This is an optimization exercise on Yosys and OpenROAD, whose aim is small area, a short achievable clock period and few clock cycles per item, not a production implementation.

== oak ==
==> flow/design.v <==
`timescale 1ns/1ps
`default_nettype none
module sad_disparity_core #(
    parameter int CAMERA_HSIZE   = 100,
    parameter int CAMERA_VSIZE   = 100,
    parameter int PIXEL_WIDTH    = 8,
    parameter int MAX_DISP       = 16,
    parameter int WIN_SIZE       = 5,
    parameter int BUF_ADDR_WIDTH = 32,
    parameter int DISP_WIDTH     = 4,
    localparam int COST_WIDTH    = PIXEL_WIDTH + $clog2(WIN_SIZE) + 1
) (
    input  logic                      clk,
    input  logic                      rst_n,
    input  logic                      frame_start,
    output logic [BUF_ADDR_WIDTH-1:0] buf_raddr,
    output logic                      buf_rready,
    input  logic                      buf_rvalid,
    input  logic [PIXEL_WIDTH-1:0]    buf_rdata_l,
    input  logic [PIXEL_WIDTH-1:0]    buf_rdata_r,
    output logic [DISP_WIDTH-1:0]     disp_out,
    output logic                      disp_valid,
    input  logic                      disp_ready,
    output logic                      sad_done
);
    localparam int PW      = PIXEL_WIDTH;
    localparam int NUM_PIX = CAMERA_HSIZE * CAMERA_VSIZE;
    localparam int AW      = $clog2(NUM_PIX);
    localparam int XW      = $clog2(CAMERA_HSIZE);
    localparam int SW      = $clog2(WIN_SIZE * ((1 << PW) - 1) + 1);   
    localparam int NRH     = MAX_DISP + WIN_SIZE - 1;                   
    localparam int NLH     = WIN_SIZE;                                  
    localparam int CAP     = 6;                                         
    localparam int FD      = CAP - 1;                                   
    localparam int FPW     = $clog2(FD);
    localparam int FLW     = $clog2(NRH + 3) + 1;                       
    logic [FLW-1:0]   fl_cnt;
    logic             flush;
    logic             running;
    logic             reading;
    logic             rr;
    logic [AW-1:0]    addr;
    logic             addr_last;
    logic             beat;
    logic [2:0]       cnt;
    logic             iv;
    logic             pop;
    logic             done_q;
    assign flush      = ~fl_cnt[FLW-1];
    assign buf_rready = rr;
    assign buf_raddr  = BUF_ADDR_WIDTH'(addr);
    assign addr_last  = (addr == AW'(NUM_PIX - 1));
    assign beat       = buf_rvalid & rr;
    assign pop        = disp_valid & disp_ready;
    assign sad_done   = done_q;
    logic reading_nxt;
    always_comb begin
        if (reading) reading_nxt = ~(beat & addr_last);
        else         reading_nxt = ~running & frame_start;
    end
    always_ff @(posedge clk or negedge rst_n) begin
        if (!rst_n) begin
            fl_cnt  <= '0;
            running <= 1'b0;
            reading <= 1'b0;
            rr      <= 1'b0;
            addr    <= '0;
            cnt     <= '0;
            iv      <= 1'b0;
            done_q  <= 1'b0;
        end else begin
            if (flush) fl_cnt <= fl_cnt + 1'b1;
            reading <= reading_nxt;
            rr      <= reading_nxt & ~flush & ({1'b0, cnt} + iv <= 4'(CAP - 2));
            if (beat) addr <= addr_last ? '0 : addr + 1'b1;
            iv      <= beat;
            cnt     <= cnt + iv - pop;
            done_q  <= running & ~reading & ~iv & (cnt == 3'd1) & pop;
            if (done_q)                        running <= 1'b0;
            else if (~running & frame_start)   running <= 1'b1;
        end
    end
    logic [PW-1:0] il, ir;
    always_ff @(posedge clk) begin
        il <= flush ? '0 : buf_rdata_l;
        ir <= flush ? '0 : buf_rdata_r;
    end
    logic [PW-1:0] lh [1:NLH];
    logic [PW-1:0] rh [1:NRH];
    logic [SW-1:0] s  [MAX_DISP];
    logic [SW-1:0] s_nxt [MAX_DISP];
    logic          sv;
    logic [XW-1:0] scol;
    logic          hist_en;
    assign hist_en = iv | flush;
    always_comb begin
        logic [PW-1:0] b, e;
        logic [PW:0]   cy1, cy2;
        logic [PW-1:0] t1, t2, m1, m2;
        logic          s1, s2;
        logic [SW-1:0] y, z, sm, cr;
        logic [SW:0]   cf;
        logic          p, q;
        for (int d = 0; d < MAX_DISP; d++) begin
            b = (d == 0) ? ir : rh[(d == 0) ? 1 : d];
            e = rh[d + WIN_SIZE];
            cy1[0] = 1'b1;
            cy2[0] = 1'b1;
            for (int i = 0; i < PW; i++) begin
                t1[i]    = b[i] ^ ~il[i] ^ cy1[i];
                cy1[i+1] = (b[i] & ~il[i]) | (b[i] & cy1[i]) | (~il[i] & cy1[i]);
                t2[i]    = e[i] ^ ~lh[NLH][i] ^ cy2[i];
                cy2[i+1] = (e[i] & ~lh[NLH][i]) | (e[i] & cy2[i]) | (~lh[NLH][i] & cy2[i]);
            end
            s1 = (b < il);
            s2 = (e < lh[NLH]);
            m1 = t1 ^ {PW{s1}};
            m2 = t2 ^ {PW{~s2}};
            y  = SW'(m1);
            z  = {{(SW-PW){1'b1}}, m2};
            for (int i = 0; i < SW; i++) begin
                sm[i] = s[d][i] ^ y[i] ^ z[i];
                cr[i] = (s[d][i] & y[i]) | (s[d][i] & z[i]) | (y[i] & z[i]);
            end
            cf[0] = ~s2;
            for (int i = 0; i < SW; i++) begin
                p = sm[i];
                q = (i == 0) ? s1 : cr[(i == 0) ? 0 : i-1];
                s_nxt[d][i] = p ^ q ^ cf[i];
                cf[i+1]     = (p & q) | (p & cf[i]) | (q & cf[i]);
            end
        end
    end
    always_ff @(posedge clk) begin
        if (hist_en) begin
            lh[1] <= il;
            rh[1] <= ir;
            for (int j = 2; j <= NLH; j++) lh[j] <= lh[j-1];
            for (int j = 2; j <= NRH; j++) rh[j] <= rh[j-1];
        end
    end
    always_ff @(posedge clk or negedge rst_n) begin
        if (!rst_n) begin
            for (int d = 0; d < MAX_DISP; d++) s[d] <= '0;
            sv   <= 1'b0;
            scol <= XW'(CAMERA_HSIZE - 1);
        end else begin
            sv <= iv;
            if (iv) begin
                for (int d = 0; d < MAX_DISP; d++) s[d] <= s_nxt[d];
                scol <= (scol == XW'(CAMERA_HSIZE - 1)) ? '0 : scol + 1'b1;
            end
        end
    end
    logic [MAX_DISP-1:0] vd;       
    always_comb begin
        for (int d = 0; d < MAX_DISP; d++) vd[d] = (int'(scol) >= d + WIN_SIZE - 1);
    end
    logic [SW-1:0] w1v [8];
    logic          w1i [8];
    logic [SW-1:0] w2v [4];
    logic [1:0]    w2i [4];
    always_comb begin
        logic sel;
        for (int k = 0; k < 8; k++) begin
            sel    = vd[2*k+1] & (s[2*k+1] < s[2*k]);
            w1v[k] = sel ? s[2*k+1] : s[2*k];
            w1i[k] = sel;
        end
        for (int j = 0; j < 4; j++) begin
            sel    = vd[4*j+2] & (w1v[2*j+1] < w1v[2*j]);
            w2v[j] = sel ? w1v[2*j+1] : w1v[2*j];
            w2i[j] = sel ? {1'b1, w1i[2*j+1]} : {1'b0, w1i[2*j]};
        end
    end
    logic [SW-1:0] av [4];
    logic [1:0]    ai [4];
    logic          a_v4, a_v8, a_v12;
    logic          a_vld;
    always_ff @(posedge clk) begin
        for (int j = 0; j < 4; j++) begin
            av[j] <= w2v[j];
            ai[j] <= w2i[j];
        end
        a_v4  <= vd[4];
        a_v8  <= vd[8];
        a_v12 <= vd[12];
    end
    always_ff @(posedge clk or negedge rst_n) begin
        if (!rst_n) a_vld <= 1'b0;
        else        a_vld <= sv;
    end
    logic [DISP_WIDTH-1:0] pd;
    logic [SW-1:0]         pc;
    always_comb begin
        logic          s3a, s3b, s4;
        logic [SW-1:0] v3a, v3b;
        logic [2:0]    i3a, i3b;
        s3a = a_v4  & (av[1] < av[0]);
        s3b = a_v12 & (av[3] < av[2]);
        v3a = s3a ? av[1] : av[0];
        v3b = s3b ? av[3] : av[2];
        i3a = s3a ? {1'b1, ai[1]} : {1'b0, ai[0]};
        i3b = s3b ? {1'b1, ai[3]} : {1'b0, ai[2]};
        s4  = a_v8 & (v3b < v3a);
        pd  = DISP_WIDTH'(s4 ? {1'b1, i3b} : {1'b0, i3a});
        pc  = s4 ? v3b : v3a;
    end
    localparam int OW = DISP_WIDTH;
    logic [OW-1:0] pword;
    assign pword = pd;
    logic [OW-1:0]  fifo [FD];
    logic [FPW-1:0] wp, rp;
    logic [FPW:0]   fcnt;
    logic           f_empty;
    logic [OW-1:0]  oword;
    logic           load;
    assign load    = ~disp_valid | disp_ready;
    assign f_empty = (fcnt == '0);
    always_ff @(posedge clk) begin
        if (a_vld) fifo[wp] <= pword;
    end
    always_ff @(posedge clk or negedge rst_n) begin
        if (!rst_n) begin
            wp         <= '0;
            rp         <= '0;
            fcnt       <= '0;
            disp_valid <= 1'b0;
        end else begin
            logic push, take;
            push = a_vld & ~(load & f_empty);
            take = load & ~f_empty;
            if (push) wp <= (wp == FPW'(FD - 1)) ? '0 : wp + 1'b1;
            if (take) rp <= (rp == FPW'(FD - 1)) ? '0 : rp + 1'b1;
            fcnt <= fcnt + push - take;
            if (load) disp_valid <= ~f_empty | a_vld;
        end
    end
    always_ff @(posedge clk) begin
        if (load) oword <= f_empty ? pword : fifo[rp];
    end
    assign disp_out  = oword;
endmodule
`default_nettype wire
clock: 30.0 ns
lec_check: 0
cap_margin: 20
core_margin: 2
core_utilization: 40
slew_margin: 20
run.sh (not shown) runs the stock make flow with config.mk's settings and CLKGATE_MAP_FILE= SYNTH_SCRIPT=/design/flow/synth_recipe.tcl, a recipe that flattens the netlist after the stock synthesis.
The following lists how pine was set up differently from oak:
--- a/flow/design.v
+++ b/flow/design.v
@@ -93,43 +93,21 @@
     logic [XW-1:0] scol;
     logic          hist_en;
     assign hist_en = iv | flush;
     always_comb begin
-        logic [PW-1:0] b, e;
-        logic [PW:0]   cy1, cy2;
-        logic [PW-1:0] t1, t2, m1, m2;
-        logic          s1, s2;
-        logic [SW-1:0] y, z, sm, cr;
-        logic [SW:0]   cf;
-        logic          p, q;
+        logic [PW:0]   t1, t2;
+        logic [PW-1:0] m1, m2;
+        logic [PW-1:0] b;
+        logic          c1, c2;
         for (int d = 0; d < MAX_DISP; d++) begin
-            b = (d == 0) ? ir : rh[(d == 0) ? 1 : d];
-            e = rh[d + WIN_SIZE];
-            cy1[0] = 1'b1;
-            cy2[0] = 1'b1;
-            for (int i = 0; i < PW; i++) begin
-                t1[i]    = b[i] ^ ~il[i] ^ cy1[i];
-                cy1[i+1] = (b[i] & ~il[i]) | (b[i] & cy1[i]) | (~il[i] & cy1[i]);
-                t2[i]    = e[i] ^ ~lh[NLH][i] ^ cy2[i];
-                cy2[i+1] = (e[i] & ~lh[NLH][i]) | (e[i] & cy2[i]) | (~lh[NLH][i] & cy2[i]);
-            end
-            s1 = (b < il);
-            s2 = (e < lh[NLH]);
-            m1 = t1 ^ {PW{s1}};
-            m2 = t2 ^ {PW{~s2}};
-            y  = SW'(m1);
-            z  = {{(SW-PW){1'b1}}, m2};
-            for (int i = 0; i < SW; i++) begin
-                sm[i] = s[d][i] ^ y[i] ^ z[i];
-                cr[i] = (s[d][i] & y[i]) | (s[d][i] & z[i]) | (y[i] & z[i]);
-            end
-            cf[0] = ~s2;
-            for (int i = 0; i < SW; i++) begin
-                p = sm[i];
-                q = (i == 0) ? s1 : cr[(i == 0) ? 0 : i-1];
-                s_nxt[d][i] = p ^ q ^ cf[i];
-                cf[i+1]     = (p & q) | (p & cf[i]) | (q & cf[i]);
-            end
+            b  = (d == 0) ? ir : rh[(d == 0) ? 1 : d];
+            t1 = {1'b0, il} - {1'b0, b};
+            t2 = {1'b0, lh[NLH]} - {1'b0, rh[d + WIN_SIZE]};
+            m1 = t1[PW-1:0] ^ {PW{t1[PW]}};
+            m2 = t2[PW-1:0] ^ {PW{~t2[PW]}};
+            c1 = t1[PW];
+            c2 = ~t2[PW];
+            s_nxt[d] = s[d] + SW'(m1) + {{(SW-PW){1'b1}}, m2} + SW'(c1) + SW'(c2);
         end
     end
     always_ff @(posedge clk) begin
         if (hist_en) begin
==> comparison <==
- pine went all the way through synthesis, placement and routing and the layout is clean on timing, DRC and antenna.
- The final layout from oak, which completed every stage, passed the timing, design-rule and antenna checks at the end of the flow.
- Routing usage on met1, oak and pine: lower on oak
- Compared with oak, pine shows a higher synthesized area.
- Going from oak to pine, largest net degree at the start of global routing grows by about 25%.
- Share of the clock period used by the worst path after layout ends up higher on oak.
- The final worst slack of pine exceeds that of oak by 0.57 ns.
- pine contains more vias than oak.
- pine vs oak: sequential fraction of total cell area down in pine
- Multi-input combinational cell count, oak and pine: smaller value in oak
- Of oak and pine, the lower critical path depth belongs to pine.
Function was not checked in any run of this note: the RTL went through the layout flow alone.

[separate check: timing with driven ports]
In the flow no input, the clock included, has a driving cell. The finished layouts below were timed again as built, in two steps.
Step 1: set_driving_cell puts a clkbuf_16 on clk and a buf_2 on each other input, an assumption about the parent block.
Step 2 adds t to the input delays and takes it off the output delays; t is the mean of the earliest and latest rising clock arrival at the registers after step 1. Input paths then give back, and output paths get back, about the clock's delay inside the block.
a / b / c = ideal / step 1 / step 2; a / b = the first two.
| run | t, ns | slack for setup (ns) | hold WS [ns] | latest minus earliest clock arrival (ns) |
|---|---|---|---|---|
| oak | 0.703 | 21.746 / 21.746 / 21.746 | 0.350 / 0.350 / 0.350 | 0.036 / 0.036 |
| pine | 0.708 | 22.312 / 22.244 / 21.797 | 0.347 / 0.347 / 0.347 | 0.035 / 0.034 |
After both steps every run listed still meets setup and hold. The setup slack of pine, which loses most, moves by -0.068 ns with the drivers and by -0.515 ns with both steps.
